Background: an optimization exercise with open tools, aiming at small area, a short achievable clock period and few clock cycles. Do not read the settings as production practice.
Only simulation tests tie the RTL to the original design; equivalence was not proved.
Power is estimated from default activity; no workload was simulated.

==> design/flow/run.sh <==
#!/bin/bash
# synth_recipe.tcl (not shown) runs the flow's synth.tcl, then flattens the netlist and writes it again
# the make line also repeats each setting of config.mk as NAME=value (left out here)
make -C /OpenROAD-flow-scripts/flow DESIGN_CONFIG=/design/flow/config.mk WORK_HOME=/design/flow/orfs CLKGATE_MAP_FILE= SYNTH_SCRIPT=/design/flow/synth_recipe.tcl finish
==> design/flow/config.mk <==
export PLATFORM = sky130hd
export DESIGN_NAME = rsc_viterbi_decoder
export DESIGN_NICKNAME = rsc_viterbi_decoder
export VERILOG_FILES = /design/flow/design.v
export SDC_FILE = /design/flow/constraint.sdc
export NUM_CORES = 4
export LEC_CHECK = 0
export CAP_MARGIN = 20
export CORE_MARGIN = 2
export CORE_UTILIZATION = 40
export SLEW_MARGIN = 20
==> design/flow/constraint.sdc <==
create_clock -name core_clock -period 7.5 [get_ports {clock}]
set_input_delay 1.5000 -clock core_clock [delete_from_list [all_inputs] [get_ports {clock}]]
set_output_delay 1.5000 -clock core_clock [all_outputs]
set_load 0.01 [all_outputs]
==> design/flow/design.v <==
module rsc_viterbi_decoder #(
  parameter int K    = 120,
  parameter int PM_W = 9
) (
  input  logic clock,
  input  logic aclr,
  input  logic start,
  input  logic in_valid,
  input  logic x_in,
  input  logic z_in,
  output logic busy,
  output logic out_valid,
  output logic c_out,
  output logic out_last
);
  localparam int NSYM = K + 3;
  localparam int CW   = $clog2(NSYM + 1);
  localparam int PL   = K - 3;    
  localparam int MW   = 4;        
  logic          busy_r, acc_r, em_r;
  logic [CW-1:0] cnt;
  logic          v1, f0, f1, f2, fsh, fa, fb, fl;
  logic          x1, z1;
  logic          phi;
  assign busy = busy_r;
  logic [MW-1:0] pm     [8];
  logic [MW-1:0] pm_nxt [8];
  logic [7:0]    d;
  logic [PL-1:0] st [8];
  logic [7:0]    s0, s1;
  logic          sh;
  logic [3:0]    ta;
  logic [1:0]    tb2;
  logic [2:0]    cur, wfin, hist;
  function automatic logic [1:0] bm0(logic [2:0] n, logic x, logic z);
    logic u, ze;
    u  = n[2] ^ n[0];
    ze = u ^ n[0] ^ n[1];
    bm0 = {1'b0, x ^ u} + {1'b0, z ^ ze};
  endfunction
  always_comb begin
    for (int k = 0; k < 4; k++) begin
      logic signed [MW-1:0] dl;
      logic lt_m2, lt_0, lt_p2;
      dl    = pm[2*k+1] - pm[2*k];
      lt_m2 = dl < -2;
      lt_0  = dl < 0;
      lt_p2 = dl < 2;
      for (int h = 0; h < 2; h++) begin
        logic [2:0] n;
        logic [1:0] b0, b1;
        logic dd;
        n  = 3'(k + 4*h);
        b0 = bm0(n, x1, z1);
        b1 = 2'd2 - b0;
        dd = (b0 == 2'd0) ? lt_m2 : (b0 == 2'd1) ? lt_0 : lt_p2;
        if (f0 && k == 0) dd = 1'b0;
        if (f1 && n[0] == 1'b0) dd = 1'b0;
        if (f2) dd = 1'b0;
        d[n] = dd;
        pm_nxt[n] = dd ? pm[2*k+1] + MW'(b1) : pm[2*k] + MW'(b0);
      end
    end
  end
  logic       p2, p1, p0;
  logic [2:0] w;
  logic       bit0, wnext;
  logic [1:0] i1;
  always_comb begin
    p2   = d[0];
    p1   = p2 ? tb2[1] : tb2[0];
    i1   = {p2, p1};
    p0   = ta[i1];
    w    = {p2, p1, p0};
    bit0 = st[w][PL-1] ^ phi;
    if (cnt < CW'(PL - 1))      wnext = st[cur][PL-2] ^ phi;
    else if (cnt == CW'(PL - 1)) wnext = wfin[0];
    else if (cnt == CW'(PL))     wnext = wfin[1];
    else                         wnext = wfin[2];
  end
  logic acc_now, shift_next, em_next;
  logic [2:0] cur_next;
  always_comb begin
    acc_now    = acc_r & in_valid;
    em_next    = (em_r & !(cnt == CW'(K - 1))) | (v1 & fl);
    cur_next   = (v1 & fl) ? w : {1'b0, cur[2:1]};
    shift_next = (v1 & fsh) | em_next;
  end
  always_ff @(posedge clock or posedge aclr) begin
    if (aclr) begin
      busy_r <= 1'b0; acc_r <= 1'b0; em_r <= 1'b0; cnt <= '0;
      v1 <= 1'b0; f0 <= 1'b0; f1 <= 1'b0; f2 <= 1'b0; fsh <= 1'b0; fa <= 1'b0; fb <= 1'b0; fl <= 1'b0;
      phi <= 1'b0;
      out_valid <= 1'b0; c_out <= 1'b0; out_last <= 1'b0;
    end else begin
      phi <= ~phi;
      v1  <= acc_now;
      f0  <= acc_now & (cnt == CW'(0));
      f1  <= acc_now & (cnt == CW'(1));
      f2  <= acc_now & (cnt == CW'(2));
      fsh <= acc_now & (cnt >= CW'(3)) & (cnt < CW'(K));
      fa  <= acc_now & (cnt == CW'(K));
      fb  <= acc_now & (cnt == CW'(K + 1));
      fl  <= acc_now & (cnt == CW'(K + 2));
      if (!busy_r) begin
        if (start) begin
          busy_r <= 1'b1;
          acc_r  <= 1'b1;
          cnt    <= '0;
        end
      end else if (acc_r) begin
        if (in_valid) begin
          cnt <= cnt + 1'b1;
          if (cnt == CW'(NSYM - 1)) acc_r <= 1'b0;
        end
      end
      if (v1 & fl) begin
        em_r      <= 1'b1;
        cnt       <= '0;
        out_valid <= 1'b1;
        c_out     <= bit0;
        out_last  <= 1'b0;
      end
      if (em_r) begin
        if (cnt == CW'(K - 1)) begin
          em_r      <= 1'b0;
          busy_r    <= 1'b0;
          out_valid <= 1'b0;
          c_out     <= 1'b0;
          out_last  <= 1'b0;
        end else begin
          cnt      <= cnt + 1'b1;
          c_out    <= wnext ^ hist[1] ^ hist[0];
          out_last <= (cnt == CW'(K - 2));
        end
      end
    end
  end
  always_ff @(posedge clock) begin
    x1 <= x_in;
    z1 <= z_in;
    if (!busy_r) begin
      for (int i = 0; i < 8; i++) pm[i] <= '0;
    end else if (v1) begin
      for (int i = 0; i < 8; i++) pm[i] <= pm_nxt[i];
    end
    if (v1 & fa) ta  <= d[3:0];
    if (v1 & fb) tb2 <= d[1:0];
    if (v1 & fl) begin
      wfin <= w;
      hist <= {bit0, 2'b00};
    end else if (em_r) begin
      hist <= {wnext, hist[2:1]};
    end
    cur <= cur_next;
    for (int n = 0; n < 8; n++) begin
      s1[n] <= shift_next & ((v1 & fsh) ? d[n] : cur_next[0]);
      s0[n] <= shift_next & ((v1 & fsh) ? !d[n] : !cur_next[0]);
    end
    sh <= !shift_next;
    for (int n = 0; n < 8; n++) begin
      st[n][0] <= ~(((s0[n] | s1[n]) & (s1[n] ^ phi)) | (sh & st[n][0]));
      for (int j = 1; j < PL; j++)
        st[n][j] <= ~((s0[n] & st[2*(n%4)][j-1]) | (s1[n] & st[2*(n%4)+1][j-1]) | (sh & st[n][j]));
    end
  end
endmodule
==> impl_results.md <==
* Period utilization at 0.466
* Setup tns final at 0 ns
* CTS clock-pin slew for the worst setup and hold paths at 0.06 ns
* CP Buf/Inv Count at 2
* Max cap viols at 0
* Met3 Usage GRT at 0.0310
* Peak VDD IR at 0.294 mV
* Count of input and output buffers at 9
* Cell type of the slowest stage on the worst timing path: clkdlybuf4s50_1
* Grt peak-use layer: met2
* Crit path DAT at 2.00 ns
* Synth top area share at 0.562
* Fmax at 0.286 GHz
* Remaining antenna violation count at 0
* Crit path max-delay family: buffers and inverters
* Final RePlAce weighted congestion at 0.854
* Comb power frac at 0.247
* EDFF count, synth at 10
* Final Cell Area at 0.0395 mm²
* CTS Buf Count at between 100 and 150
* Pwr per Cell Area at 567 mW/mm²
* Core Region at 0.0872 mm²
* Setup CP Type: reg -> out
* Starting density of the core at 0.405
* Sw Ratio at 0.350
* GRT Resource Usage Total at 0.209
* Clk sink count at between 1,000 and 1,500
* Area delta synth->final at 11.8%
* RSZ-0062 raised after global routing: no
* Crit Path Max Fanout at 44
* CP startpoint kind: flop
* Clk buf depth at 3
* Avg Inst Size Synth at around 12 µm²
* Rows at 108
* Final Hold Viols at 0
* CTS hold repair buffers at 0
* Setup Buffers After CTS at 0
* GRT overflow at 0
* Root buffer cell: clkbuf_16
* Fin. max-slew vios at 0
* Post-DP HPWL at 50,800 µm
* Yosys synthesis warning count at 4
* Syn nets at slightly below 3,000
* Psw at approximately 7800 µW
* Global-route wire length before repair at 156,000 µm
* CTS tree: built
* H-tree depth at 3
* Top-count cell post-synth: dfxtp_1
* Layout cell share with drive strength beyond 1 at 0.0859
* Insertion delay to the later sink of the worst-skew pair at between 0.6 and 0.7 ns
* Wire per inst at 25.6 µm
* Seq pwr share at 0.514
* Leakage at roughly 0.015 µW
* Tmin final at between 3 and 4 ns
* Most area-consuming cells after synthesis: dfxtp_1 (56%), a222oi_1 (26%), clkbuf_1 (3.3%), dfrtp_1 (1.6%), ha_1 (1.6%)
* DR vias at about 28,000
* Slew HR at 0.231
* Vias in the first global route at 27,500
* Drc violations at 0
* Flops & latches, synth at 1,024
* Top_reg_cell synth: dfxtp_1
* Sequential share of the synthesized area at 0.586
* Ys async rst share at 0.0215
* Placed Instance Area at 0.0358 mm²
* Initial DRC count at 7,600
* Clock share of power at 0.239
* Chip width at 301 µm
* Run status: no timing/DRC/antenna violations
* Post-layout util at 0.453
* Met1 usage at 0.293
* Slew @ Worst Pin at 1.15 ns
* Post-CTS Resized at 0
* Required time of the critical path at 6.00 ns
* First-pass detailed-route iteration total at 12
* Post-synth top area cell: dfxtp_1
* # IOs at 10
* R2R Setup Slk at 4.81 ns
* Clock skew at 0.0288 ns
* Top post-synthesis cells by count: dfxtp_1 (992), a222oi_1 (928), clkbuf_1 (312)
* Mapped Cells at 2,828
* Die span in y at 301 µm
* Setup crit end kind: primary output
* Vias per inst at 7.24
* Post-Route WL at 99,000 µm
* Initial antenna violation count at 0
* Internal at ~15,000 µW
* Grt met2 use at 0.330
* CP Cell Sequence: buf_4, clkdlybuf4s50_1
* Hold Path Class: reg -> reg
* Largest net degree at the start of global routing at 298
* Synth cell types at 80
* Antenna cells at 0
* Final setup vio count at 0
* Final #Nets at between 2,000 and 3,000
* Fillcell total at 7,752
* Critical Path Max Stage Delay at slightly above 0.6 ns
* Die area at approximately 0.09 mm²
* Cell area after synthesis at 0.0353 mm²
through the flow:
| step | worst slack (ns) | instances | hold WS, ns | power (µW) |
|---|---|---|---|---|
| final | 4.00 | 3866 | 0.448 | 22400 |
| after global routing | 3.90 | 3866 | 0.477 | 23600 |
| after CTS | 3.97 | 3864 | 0.449 | 22300 |
| after global placement | 4.49 | 3675 | 0.437 | 16600 |
| after floorplan | 5.08 | 2828 | 0.416 | 14800 |
| after detailed placement | 4.47 | 3675 | 0.434 | 16900 |
area by class of cell:
class / count / area (µm²) / share of cell area
tap: 1155 / 1450 / 0.0366
timing repair buffer: 33 / 352 / 0.00891
clock buffer: 152 / 3050 / 0.0771
multi-input combinational: 1429 / 13200 / 0.334
sequential: 1024 / 20800 / 0.526
clock inverter: 37 / 539 / 0.0137
inverter: 36 / 135 / 0.00342
cells by family after synthesis:
group,after synthesis,share of synthesized area
adders and majority gates,64,0.0269
AOI/OAI and AO/OA,1094,0.297
muxes,19,0.00648
buffers and inverters,375,0.0403
DFF,1024,0.586
xor gates and xnor gates,46,0.0122
and+or+nand+nor,206,0.0309
registers in the layout, indices dropped and copies added (netlist names), 2 cells and up:
register / cells
cur: 3
wfin: 3
hist: 3
ta: 4
s1: 8
s0: 8
cnt: 7
st: 936
tb2: 2
pm: 32
worst paths after layout:
| check | start | to | depth (start not counted) |
|---|---|---|---|
| max | busy_r | busy | 2 |
| min reg2reg | st[2][116] | st[2][116] | 1 |
| max reg2reg | x1 | pm[5][2] | 9 |
| min | st[2][116] | st[2][116] | 1 |
| max in group asynchronous | aclr | c_out | 2 |
| min in group asynchronous | aclr | out_last | 2 |
layout by cell type, fill, tap and decap left out, drive strengths merged, types with 10 or more instances in the layout:
master	Yosys	final
and2	14	14
nor2	46	46
clkinv	2	18
nand3	20	20
inv	34	39
o221ai	10	10
fa	20	20
mux2i	16	16
nand2	40	40
a21oi	24	24
nor3	15	15
xnor2	22	22
clkbuf	312	152
o21ai	37	37
dfxtp	992	992
dfrtp	22	22
a222oi	928	928
a21o	15	15
xor2	23	23
ha	44	44
edfxtp	10	10
bufinv	0	11
buf	27	24
a31oi	16	16
and3	10	10
power by group through the flow:
stage	logic (µW)	registers (µW)	clock network, µW
after global placement	5210	11400	0
after global routing	6080	11800	5670
after CTS	5480	11400	5440
after detailed placement	5450	11400	0
final	5520	11500	5350
after floorplan	4740	10100	0
routing by layer:
| metal | vias to the layer above | wire length [µm] |
|---|---|---|
| met5 | - | 0 |
| met4 | 0 | 1750 |
| met3 | 158 | 9480 |
| met2 | 1615 | 46000 |
| met1 | 14100 | 41800 |
| li1 | 12100 | - |
Testbench counts, summed over its fixed seeds: cycles 47,040.

re-timing with driven ports:
In the flow no input, the clock included, has a driving cell. The finished layout below was timed again as built, in two steps. Step 1 assumes that a clkbuf_16 drives the clock port and a buf_2 every other input. Step 2 moves the port delays by t, midway between the first and last clock arrival at a register: inputs arrive t later, outputs are due t later. That takes back most of the time a late clock gives input paths. a / b / c = ideal ports / drivers / drivers and shift; a / b = the first two.
t, ns: 0.724
setup slack, ns: 4.003 / 3.935 / 4.430
worst setup path at the end: input to register
latest minus earliest clock arrival (ns): 0.033 / 0.032
After both steps this run still meets setup and hold. The setup slack of this run moves by -0.068 ns with the drivers and by +0.427 ns with both steps.
